Background: an optimization exercise with open tools, aiming at small area, a short achievable clock period and few clock cycles per item. Do not read the settings as production practice. Only simulation tests tie the RTL to the original design; equivalence was not proved. Power figures rest on the tool's default switching activity, not on a simulated workload.

// range_gen_2d
module range_gen_2d (
  input  logic         clk,
  input  logic         reset,
  input  logic         start,
  input  logic [W-1:0] x_tag,
  input  logic [W-1:0] y_tag,
  input  logic [W-1:0] x0,
  input  logic [W-1:0] x1,
  input  logic [W-1:0] x2,
  input  logic [W-1:0] x3,
  input  logic [W-1:0] y0,
  input  logic [W-1:0] y1,
  input  logic [W-1:0] y2,
  input  logic [W-1:0] y3,
  output logic         busy,
  output logic         done,
  output logic [W-1:0] r0,
  output logic [W-1:0] r1,
  output logic [W-1:0] r2,
  output logic [W-1:0] r3,
  output logic [3:0]   ovf
);
Size in the first run: roughly 500 flip-flops, ~34000 µm² of cells after synthesis.
export LEC_CHECK = 0
export CAP_MARGIN = 20
export CORE_MARGIN = 2
export CORE_UTILIZATION = 40
export SLEW_MARGIN = 20
create_clock -name core_clock -period 13.0 [get_ports {clk}]
standard.sh (not shown) runs the stock make flow with config.mk's settings and CLKGATE_MAP_FILE= SYNTH_SCRIPT=/design/flow/synth_recipe.tcl, a recipe that flattens the netlist after the stock synthesis.
==> flow/flow/run.sh <==
#!/bin/bash
# The standard layout (standard.sh) with changes to how it is made only:
#  - the port buffers that buffer_ports inserts are plain buf_2 cells;
#  - clock tree synthesis builds the tree from clkbuf_4/clkbuf_8 cells and
#    adds no dummy loads (ORFS's own CTS arguments otherwise).
# Constraints, period and every other setting are the standard flow's own. make's full
# output goes to standard.log here; ORFS's per-step logs stay under orfs/logs.
set -euo pipefail
bash standard.sh SETUP_SLACK_MARGIN=9.5 TNS_END_PERCENT=0 \
  "BUFFER_PORTS_ARGS=-buffer_cell sky130_fd_sc_hd__buf_2" \
  "CTS_ARGS=-sink_clustering_enable -repair_clock_nets -dont_use_dummy_load -buf_list {sky130_fd_sc_hd__clkbuf_4 sky130_fd_sc_hd__clkbuf_8}" \
  finish > standard.log 2>&1
Testbench counts at the start, summed over its fixed seeds: cycles 9,777, items 512.
Then changed:
--- a/flow/design.v
+++ b/flow/design.v
@@ -1553,14 +1553,17 @@
   logic [2:0]   c_d;
   logic [3:0][3:0] n_d;
   logic [W-1:0] tx_q, ty_q;
   logic [3:0][2*W-1:0] a_q;         
   logic [W-1:0] dx_q, dy_q;
   logic [SQ_W-1:0] ra_q, rb_q;
   logic [1:0]   z_q;                
+  logic [3:0]   prem_q;             
+  logic [2:0]   proot_q;            
+  logic [3:0]   first_q;            
   logic [3:0][REM_W-1:0]  rem_q;
   logic [3:0][ROOT_W-1:0] root_q;
   logic [3:0][W-1:0] r_q;
   logic [3:0]   ovf_q;
   logic [3:0][2*W-1:0] a_in;
   logic [2*W-1:0] a_sel;
   logic [W-1:0] dx, dy;
@@ -1571,14 +1574,16 @@
   logic [3:0]   rem0;
   logic [2:0]   root0;
   logic [2*W-1:0] rad0;
   logic [3:0]   act;
   logic         last3;
   logic [3:0][REM_W-1:0]  rem_n;
   logic [3:0][ROOT_W-1:0] root_n;
+  logic [3:0][REM_W-1:0]  rem_i;
+  logic [3:0][ROOT_W-1:0] root_i;
   assign a_in[0] = {x0, y0};
   assign a_in[1] = {x1, y1};
   assign a_in[2] = {x2, y2};
   assign a_in[3] = {x3, y3};
   always_comb begin
     a_sel = '0;
     for (int i = 0; i < 4; i++) begin
@@ -1633,17 +1638,19 @@
       default: begin rem0 = pre_rem[0]; root0 = pre_root[0]; rad0 = {sq[2*W-5:0], 4'd0}; end
     endcase
   end
   assign last3 = (n_q[3] == 4'd1);
   generate
     for (k = 0; k < 4; k++) begin : g_eng
       assign act[k]  = |n_q[k];
+      assign rem_i[k]  = rem_q[k]  | {{(REM_W-4){1'b0}},  prem_q  & {4{first_q[k]}}};
+      assign root_i[k] = root_q[k] | {{(ROOT_W-3){1'b0}}, proot_q & {3{first_q[k]}}};
       isqrt_seq u_step (
-        .rem    (rem_q[k]),
-        .root   (root_q[k]),
+        .rem    (rem_i[k]),
+        .root   (root_i[k]),
         .pair   (a_q[k][2*W-1 -: 2]),
         .rem_n  (rem_n[k]),
         .root_n (root_n[k])
       );
     end
   endgenerate
   always_ff @(posedge clk) begin
@@ -1652,25 +1659,27 @@
       ty_q <= y_tag;
     end
     dx_q <= dx;
     dy_q <= dy;
     ra_q <= ra;
     rb_q <= rb;
     z_q  <= z;
+    prem_q  <= rem0;
+    proot_q <= root0;
     for (int i = 0; i < 4; i++) begin
       if (idle_q) begin
         a_q[i] <= a_in[i];
       end else if (ld_q[i]) begin
         a_q[i] <= rad0;
       end else if (act[i]) begin
         a_q[i] <= {a_q[i][2*W-3:0], 2'b00};
       end
       if (ld_q[i]) begin
-        rem_q[i]  <= {{(REM_W-4){1'b0}}, rem0};
-        root_q[i] <= {{(ROOT_W-3){1'b0}}, root0};
+        rem_q[i]  <= '0;
+        root_q[i] <= '0;
       end else if (act[i]) begin
         rem_q[i]  <= rem_n[i];
         root_q[i] <= root_n[i];
       end
     end
   end
   always_comb begin
@@ -1699,28 +1708,30 @@
       idle_q <= 1'b1;
       busy_q <= 1'b0;
       done_q <= 1'b0;
       fin_q  <= 1'b0;
       c_q    <= '0;
       sel_q  <= '0;
       ld_q   <= '0;
+      first_q <= '0;
       n_q    <= '0;
       r_q    <= '0;
       ovf_q  <= '0;
     end else begin
       idle_q <= !busy_d;
       busy_q <= busy_d;
       c_q    <= c_d;
       done_q <= fin_q;
       fin_q  <= fin_d;
       sel_q  <= idle_q ? 4'b0001 : {sel_q[2:0], 1'b0};
       for (int i = 0; i < 4; i++) begin
         ld_q[i] <= busy_d && (c_d == 3'(i + 2));
       end
       n_q    <= n_d;
+      first_q <= ld_q;
       if (fin_q) begin
         for (int i = 0; i < 3; i++) begin
           r_q[i]   <= root_q[i][ROOT_W-1] ? SAT_MAX : root_q[i][W-1:0];
           ovf_q[i] <= root_q[i][ROOT_W-1];
         end
         if (last3) begin
           r_q[3]   <= root_n[3][ROOT_W-1] ? SAT_MAX : root_n[3][W-1:0];
After rerunning:
- wire length goes down by about 0.7%
- die area goes up by 0.33%
- clock power stays flat
- non-clock buffer count goes down by 11
- sequential share of layout area stays flat
- total power goes down by about 60%
- cell area goes down by 0.51%
- hold slack gets better by 0.018 ns
Testbench counts after the change, summed over its fixed seeds: cycles 9,777, items 512.

[port drivers added, routing unchanged]
In the flow no input, the clock included, has a driving cell. The finished layouts below were timed again as built, in two steps.
Step 1 (the two cells are an assumption about what drives the block):
set clk [get_ports {clk}]
set_driving_cell -lib_cell sky130_fd_sc_hd__clkbuf_16 $clk
set_driving_cell -lib_cell sky130_fd_sc_hd__buf_2 [delete_from_list [all_inputs] $clk]
Step 2 adds t to the input delays and takes it off the output delays; t is the mean of the earliest and latest rising clock arrival at the registers after step 1. Input paths then give back, and output paths get back, about the clock's delay inside the block.
a / b / c = ideal / step 1 / step 2; a / b = the first two.
| run | shift t [ns] | setup slack, ns | worst setup path at the end | worst data-port slew with drivers (ns) | pins driven straight from the clock port |
|---|---|---|---|---|---|
| the first run | 0.740 | 8.945 / 8.945 / 8.945 | register to register | 0.17 | 1 |
| the second run | 0.737 | 9.026 / 9.026 / 9.026 | register to register | 0.06 | 1 |
After both steps setup and hold are still met in every run listed.
